Source: an optimization exercise on an open RTL-to-GDS flow (aim: small area, a short achievable clock period and few clock cycles per item). Production flows keep margins and buffers that such runs may drop. At most, simulation tests tie the RTL to the original design; equivalence was not proved.

==> try-onyx: inputs <==
Design semi_discrete_ot_averaged_sgd, start of the top module:
module semi_discrete_ot_averaged_sgd #(
   parameter int ROWS        = sdot_pkg::DEF_ROWS,
   parameter int MAX_COLUMNS = sdot_pkg::DEF_MAX_COLUMNS
) (
   input  logic             clock,
   input  logic             reset,
   input  logic             req_valid,
   output logic             req_stall,
   input  logic [31:0]      req_cost,
   input  logic             req_final_column,
   output logic             rsp_valid,
   input  logic             rsp_stall,
   output logic [3:0]       rsp_potential_index,
   output logic [31:0]      rsp_potential_value,
   output logic             rsp_last_of_run,
   input  logic             csr_write,
   input  logic [sdot_pkg::IDX_W-1:0] csr_index,
   input  logic [sdot_pkg::CSR_W-1:0] csr_data
);
clock: 11.0 ns
lec_check: 0
cap_margin: 20
core_margin: 2
core_utilization: 40
place_density: 0.6
setup_slack_margin: 3.0
slew_margin: 20
run.sh (not shown) runs the stock make flow with config.mk's settings and CLKGATE_MAP_FILE= SYNTH_SCRIPT=/design/flow/synth_recipe.tcl, a recipe that flattens the netlist after the stock synthesis.
==> inputs of try-sierra, as changes to try-onyx <==
--- a/flow/design.v
+++ b/flow/design.v
@@ -117,41 +117,18 @@
    input  logic [sdot_pkg::CSR_W-1:0] csr_data
 );
    localparam int L    = 5;                                
    localparam int M    = 16 - L;                           
    localparam int RSPC = 3;                                
    localparam logic [19:0] NMAX = 20'd1048575;
-   localparam logic [49:0] BK  = 50'h1555600000000;        
+   localparam logic [65:0] BK  = 66'h15555555600000000;    
    function automatic logic [31:0] sat32_l(input logic signed [33:0] x);
       if (x > 34'sh0_7FFF_FFFF)       sat32_l = 32'h7FFF_FFFF;
       else if (x < -34'sh0_8000_0000) sat32_l = 32'h8000_0000;
       else                            sat32_l = x[31:0];
    endfunction
-   function automatic logic [47:0] bmul(input logic [31:0] x, input logic [15:0] y);
-      logic [18:0] yx;
-      logic [33:0] mag, pp;
-      logic        b0, b1, b2, ng, one, two;
-      logic [49:0] acc, negv;
-      yx   = {2'b00, y, 1'b0};
-      acc  = BK;
-      negv = 50'd0;
-      for (int i = 0; i < 9; i++) begin
-         b0  = yx[2*i];
-         b1  = yx[2*i+1];
-         b2  = yx[2*i+2];
-         ng  = b2 && !(b1 && b0);
-         one = b1 ^ b0;
-         two = (b2 && !b1 && !b0) || (!b2 && b1 && b0);
-         mag = one ? {2'b00, x} : (two ? {1'b0, x, 1'b0} : 34'd0);
-         pp  = ng ? ~mag : mag;
-         acc = acc + ({16'd0, !pp[33], pp[32:0]} << (2 * i));
-         negv[2*i] = ng;
-      end
-      acc  = acc + negv;
-      bmul = acc[47:0];
-   endfunction
    function automatic logic neg3(input logic [34:0] a, input logic [34:0] b, input logic [34:0] c);
       logic [34:0] nb, nc, s, cy, r;
       nb   = ~b;
       nc   = ~c;
       s    = a ^ nb ^ nc;
       cy   = ((a & nb) | (a & nc) | (nb & nc)) << 1;
@@ -168,12 +145,14 @@
    end
    wire csr_gain = csr_write && (csr_index == CSR_STEP_GAIN);
    wire csr_riu  = csr_write && (csr_index == CSR_ROWS_IN_USE);
    logic [4:0]  hr;                  
    logic        ib_v, ib_fin;        
    logic [31:0] ib_cost;
+   logic        ib1_v, ib1_fin;      
+   logic [31:0] ib1_cost;
    logic [19:0] k_cnt;               
    logic        k0, k1;              
    logic [19:0] k_nx;
    logic [3:0]  cur_row;             
    logic        fl_act;              
    logic        fl_z;                
@@ -192,28 +171,26 @@
    logic [31:0] dp2, dm2, v2, c2, m2;
    logic [4:0]  l2, row2;
    logic        act2, cst2, col1_2, fl2, last2;
    logic [31:0] ax3, d3, v3, m3;
    logic [4:0]  l3, row3;
    logic        neg3_r, act3, fl3;
-   logic [47:0] plo4, phi4;
-   logic [31:0] ax4, d4, v4;
+   logic [65:0] ps4, pc4;                
+   logic [31:0] d4, v4;
    logic [4:0]  l4, row4;
    logic        neg4, act4, fl4;
    logic [31:0] quo5, d5, v5;
    logic [4:0]  row5;
    logic        neg5, act5, fl5;
    logic [M-1:0][31:0] f_d;
    logic [M-1:0][31:0] f_v;
    logic        rsp_v_ff, rsp_last_ff;
    logic [3:0]  rsp_idx_ff;
    logic [31:0] rsp_val_ff;
-   logic [47:0] g2;
-   logic        g2_vld, gm_busy;
-   logic [23:0] gm_sr;
-   logic [4:0]  gm_cnt;
+   logic [47:0] g2;                  
+   logic        g2_vld, gsq3, gsq4;
    logic [19:0] en_idx, en_n;
    logic [21:0] en_n3;
    logic [1:0]  en_st;               
    logic [19:0] en_r1, en_r2;
    logic [3:0]  en_p, en_nib, en_rc, en_nb;
    logic        en_nibv, en_last, en_sd;
@@ -275,13 +252,14 @@
       k_nx   = k_cnt;
       if (acc && (hr == qm1)) begin
          if (ib_fin)              k_nx = 20'd0;
          else if (k_cnt != NMAX)  k_nx = k_cnt + 20'd1;
       end
    end
-   assign req_stall = ib_v && !acc;
+   assign req_stall = ib1_v;
+   wire   ib_in     = req_valid && !ib1_v;
    logic        sel2, take2, ltp, ltm;
    logic [31:0] dsel2, cp2, cm2;
    logic [32:0] dfp, dfm, diff2, x2, xb2;
    logic [31:0] ax2;
    logic        neg2;
    always_comb begin
@@ -297,18 +275,71 @@
       dsel2 = sel2 ? dm2 : dp2;
       x2    = {dsel2[31], dsel2} - {v2[31], v2};
       xb2   = {v2[31], v2} - {dsel2[31], dsel2};
       neg2  = x2[32];
       ax2   = neg2 ? xb2[31:0] : x2[31:0];
    end
+   logic [17:0][65:0] pt0;
+   logic [11:0][65:0] pt1;
+   logic [7:0][65:0]  pt2;
+   logic [5:0][65:0]  pt3;
+   logic [3:0][65:0]  pt4;
+   logic [2:0][65:0]  pt5;
+   logic [1:0][65:0]  pt6;
+   always_comb begin : b_booth
+      logic [34:0] mx;
+      logic [33:0] mag, pp;
+      logic        b0, b1, b2, ng, one, two;
+      logic [65:0] negv;
+      mx   = {2'b01, m3, 1'b0};
+      negv = 66'd0;
+      for (int i = 0; i < 17; i++) begin
+         b0  = mx[2*i];
+         b1  = mx[2*i+1];
+         b2  = mx[2*i+2];
+         ng  = b2 && !(b1 && b0);
+         one = b1 ^ b0;
+         two = (b2 && !b1 && !b0) || (!b2 && b1 && b0);
+         mag = one ? {2'b00, ax3} : (two ? {1'b0, ax3, 1'b0} : 34'd0);
+         pp  = ng ? ~mag : mag;
+         pt0[i]    = {32'd0, !pp[33], pp[32:0]} << (2 * i);
+         negv[2*i] = ng;
+      end
+      pt0[17] = BK | negv;
+   end
+   always_comb begin : b_tree
+      for (int g = 0; g < 6; g++) begin
+         pt1[2*g]   = pt0[3*g] ^ pt0[3*g+1] ^ pt0[3*g+2];
+         pt1[2*g+1] = ((pt0[3*g] & pt0[3*g+1]) | (pt0[3*g] & pt0[3*g+2]) | (pt0[3*g+1] & pt0[3*g+2])) << 1;
+      end
+      for (int g = 0; g < 4; g++) begin
+         pt2[2*g]   = pt1[3*g] ^ pt1[3*g+1] ^ pt1[3*g+2];
+         pt2[2*g+1] = ((pt1[3*g] & pt1[3*g+1]) | (pt1[3*g] & pt1[3*g+2]) | (pt1[3*g+1] & pt1[3*g+2])) << 1;
+      end
+      for (int g = 0; g < 2; g++) begin
+         pt3[2*g]   = pt2[3*g] ^ pt2[3*g+1] ^ pt2[3*g+2];
+         pt3[2*g+1] = ((pt2[3*g] & pt2[3*g+1]) | (pt2[3*g] & pt2[3*g+2]) | (pt2[3*g+1] & pt2[3*g+2])) << 1;
+      end
+      pt3[4] = pt2[6];
+      pt3[5] = pt2[7];
+      for (int g = 0; g < 2; g++) begin
+         pt4[2*g]   = pt3[3*g] ^ pt3[3*g+1] ^ pt3[3*g+2];
+         pt4[2*g+1] = ((pt3[3*g] & pt3[3*g+1]) | (pt3[3*g] & pt3[3*g+2]) | (pt3[3*g+1] & pt3[3*g+2])) << 1;
+      end
+      pt5[0] = pt4[0] ^ pt4[1] ^ pt4[2];
+      pt5[1] = ((pt4[0] & pt4[1]) | (pt4[0] & pt4[2]) | (pt4[1] & pt4[2])) << 1;
+      pt5[2] = pt4[3];
+      pt6[0] = pt5[0] ^ pt5[1] ^ pt5[2];
+      pt6[1] = ((pt5[0] & pt5[1]) | (pt5[0] & pt5[2]) | (pt5[1] & pt5[2])) << 1;
+   end
    logic [65:0] sum4;
    logic [32:0] t4;
    logic [31:0] quo4, t_v;
    logic        t_cand, t_ld;
    always_comb begin
-      sum4 = {2'b00, ax4, 32'd0} + {2'b00, phi4, 16'd0} + {18'd0, plo4};
+      sum4 = ps4 + pc4;
       t4   = sum4[64:32];
       quo4 = 32'(t4 >> l4);
       if (!act5)     t_v = v5;
       else if (neg5) t_v = v5 - quo5;
       else           t_v = v5 + quo5;
       t_cand = out_act && (row5 == out_ptr) && (fl5 || (row5 < ft_ptr));
@@ -330,22 +361,21 @@
       dm2  <= dm;
       v2   <= vin;
       c2   <= ib_cost;
       m2   <= m_e;
       l2   <= l_e;
       row2 <= hr;
-      ax3    <= ax2;
+      ax3    <= csr_gain ? {8'd0, csr_data} : ax2;
       neg3_r <= neg2;
       d3     <= dsel2;
       v3     <= v2;
-      m3     <= m2;
+      m3     <= csr_gain ? {8'd0, csr_data} : m2;
       l3     <= l2;
       row3   <= row2;
-      plo4 <= bmul(ax3, m3[15:0]);
-      phi4 <= bmul(ax3, m3[31:16]);
-      ax4  <= ax3;
+      ps4  <= pt6[0];
+      pc4  <= pt6[1];
       neg4 <= neg3_r;
       d4   <= d3;
       v4   <= v3;
       l4   <= l3;
       row4 <= row3;
       quo5 <= quo4;
@@ -387,12 +417,13 @@
          q          <= 5'd16;
          qm1        <= 5'd15;
          per        <= 5'd16;
          meff       <= 5'(16 - L);
          hr         <= 5'd0;
          ib_v       <= 1'b0;
+         ib1_v      <= 1'b0;
          k_cnt      <= 20'd0;
          k0         <= 1'b1;
          k1         <= 1'b0;
          cur_row    <= 4'd0;
          fl_act     <= 1'b0;
          fl_z       <= 1'b0;
@@ -408,13 +439,19 @@
             qm1  <= q_n - 5'd1;
             per  <= (q_n > 5'(L)) ? q_n : 5'(L);
             meff <= (q_n > 5'(L)) ? (q_n - 5'(L)) : 5'd0;
          end
          if (csr_riu || (hr == per - 5'd1)) hr <= 5'd0;
          else                               hr <= hr + 5'd1;
-         if (!ib_v || acc) ib_v <= req_valid;
+         if (acc) begin
+            ib_v  <= ib1_v || ib_in;
+            ib1_v <= 1'b0;
+         end else if (ib_in) begin
+            if (ib_v) ib1_v <= 1'b1;
+            else      ib_v  <= 1'b1;
+         end
          k_cnt <= k_nx;
          k0    <= (k_nx == 20'd0);
          k1    <= (k_nx == 20'd1);
          if (fl_go) begin
             fl_ptr <= fl_ptr + 5'd1;
             if (fl_ptr == qm1) fl_act <= 1'b0;
@@ -444,16 +481,23 @@
             out_ptr <= 5'd0;
             ft_ptr  <= 5'd0;
          end
       end
    end
    always_ff @(posedge clock) begin
-      if (!ib_v || acc) begin
+      if (acc && ib1_v) begin
+         ib_cost <= ib1_cost;
+         ib_fin  <= ib1_fin;
+      end else if (!ib_v || acc) begin
          ib_cost <= req_cost;
          ib_fin  <= req_final_column;
       end
+      if (ib_v && !acc && !ib1_v) begin
+         ib1_cost <= req_cost;
+         ib1_fin  <= req_final_column;
+      end
       if (uload) begin
          u_rise <= e_rise;
          u_rme  <= e_rme;
          u_m    <= r_m;
          u_l    <= r_l;
       end
@@ -485,22 +529,12 @@
       t3 = {1'b0, rs} - {1'b0, n3};
       if (!t3[22])      div4 = {2'd3, t3[19:0]};
       else if (!t2[22]) div4 = {2'd2, t2[19:0]};
       else if (!t1[22]) div4 = {2'd1, t1[19:0]};
       else              div4 = {2'd0, rs[19:0]};
    endfunction
-   logic [47:0] gm_acc_n;
-   logic [23:0] gm_sr_n;
-   always_comb begin
-      gm_acc_n = g2;
-      gm_sr_n  = gm_sr;
-      for (int i = 0; i < 2; i++) begin
-         gm_acc_n = {gm_acc_n[46:0], 1'b0} + (gm_sr_n[23] ? {24'd0, gain_ff} : 48'd0);
-         gm_sr_n  = {gm_sr_n[22:0], 1'b0};
-      end
-   end
    logic [3:0] g2_skip;
    always_comb begin
       g2_skip = 4'd11;
       for (int i = 10; i >= 0; i--) if (g2[47-4*i -: 4] != 4'd0) g2_skip = 4'(i);
    end
    logic [3:0]  gn_nib;
@@ -571,29 +605,22 @@
    wire [31:0] m_fin   = (en_rc == 4'd8) ? (en_m + {31'd0, (en_r2 != 20'd0)}) : en_m;
    wire        dq_take = dq_free && (en_fin || (en_st == 2'd3));
    wire        en_go   = ((en_st == 2'd0) || dq_take) && ((en_idx == 20'd1) || g2_vld);
    wire        e_take  = dq_rdy && !e_vld;
    always_ff @(posedge clock) begin
       if (reset) begin
-         g2      <= 48'd1 << 32;
-         g2_vld  <= 1'b1;
-         gm_busy <= 1'b0;
-      end else if (csr_gain) begin
-         g2      <= 48'd0;
-         g2_vld  <= 1'b0;
-         gm_busy <= 1'b1;
-         gm_sr   <= csr_data[23:0];
-         gm_cnt  <= 5'd0;
-      end else if (gm_busy) begin
-         g2     <= gm_acc_n;
-         gm_sr  <= gm_sr_n;
-         gm_cnt <= gm_cnt + 5'd1;
-         if (gm_cnt == 5'd11) begin
-            gm_busy <= 1'b0;
-            g2_vld  <= 1'b1;
-         end
+         g2     <= 48'd1 << 32;
+         g2_vld <= 1'b1;
+         gsq3   <= 1'b0;
+         gsq4   <= 1'b0;
+      end else begin
+         gsq3 <= csr_gain;
+         gsq4 <= gsq3;
+         if (gsq4) g2 <= {sum4[47:32] - gain_ff[15:0], sum4[31:0]};
+         if (csr_gain || gsq3) g2_vld <= 1'b0;
+         else if (gsq4)        g2_vld <= 1'b1;
       end
       if (restart) begin
          en_idx  <= 20'd1;
          en_st   <= 2'd0;
          dq_busy <= 1'b0;
          dq_rdy  <= 1'b0;
==> flow/config.mk (replaced) <==
export PLATFORM = sky130hd
export DESIGN_NAME = semi_discrete_ot_averaged_sgd
export DESIGN_NICKNAME = semi_discrete_ot_averaged_sgd
export VERILOG_FILES = /design/flow/design.v
export SDC_FILE = /design/flow/constraint.sdc
export NUM_CORES = 4
export LEC_CHECK = 0
export CAP_MARGIN = 20
export CORE_MARGIN = 2
export CORE_UTILIZATION = 55
export PLACE_DENSITY = 0.68
export SETUP_SLACK_MARGIN = 5.0
export SLEW_MARGIN = 20
==> qor summary <==
                                                                  try-onyx               try-sierra
GRT met2 Usage                                                      34.88%                   50.86%
Area after detailed placement                                  0.1434 mm^2              0.1405 mm^2
Most common cell type on the critical path                            fa_1                    buf_6
Total placed cells including tap cells                              18,510                   17,640
Count of fill cells added during filler insertion                   33,040                   21,030
Multi-input gate area in the final layout                     0.08358 mm^2             0.08208 mm^2
Layout cells sized above 1                                          8.474%                   9.133%
Vias after detailed routing                                        103,500                  108,500
Post-synthesis sequential element count                              2,141                    2,160
Simple-gate area share of the yosys netlist                         12.08%                   13.69%
Die ar.                                                        0.3496 mm^2              0.2520 mm^2
Timing endpoint of the critical path                      phi4[46]$_DFF_P_      en_r2[19]$_DFFE_PP_
Worst skew pair latency                                             940 ps                   920 ps
Crit-path slowest cell                                                ha_2                a2111oi_4
Final Cell Area                                                0.1517 mm^2              0.1513 mm^2
Arrival @ worst endpoint                                           8440 ps                  7050 ps
Min Tclk post-route                                                7623 ps                  6455 ps
CTS clk-pin slew, worst paths                                        60 ps                    70 ps
Largest fanout of any net on the critical path                          32                        8
Detailed-route wire length per cell                               20.05 um                 22.46 um
Outcome                                            complete, no violations  complete, no violations
Row cnt                                                                215                      182
Testbench counts of try-sierra, summed over its fixed seeds: cycles 5,021, columns 374.
Function not checked in try-onyx: the RTL went through the layout flow alone.

-- afterwards: timing with drivers on the ports --
In the flow no input, the clock included, has a driving cell. The finished layouts below were timed again as built, in two steps. Step 1: set_driving_cell puts a clkbuf_16 on clock and a buf_2 on each other input, an assumption about the parent block. Step 2 also shifts input and output timing later by t, the mid clock arrival at the registers, as if the neighbouring blocks saw the same clock. a / b / c = no drivers / after step 1 / after step 2; a / b = the first two.
| run | t (ns) | slack for setup (ns) | hold slack, ns | worst register clock-pin slew, ns |
|---|---|---|---|---|
| try-onyx | 0.980 | 3.377 / 3.377 / 3.377 | 0.287 / 0.287 / 0.287 | 0.08 / 0.08 |
| try-sierra | 0.964 | 4.545 / 4.545 / 4.545 | 0.287 / 0.287 / 0.287 | 0.08 / 0.08 |
After both steps every run listed still meets setup and hold.
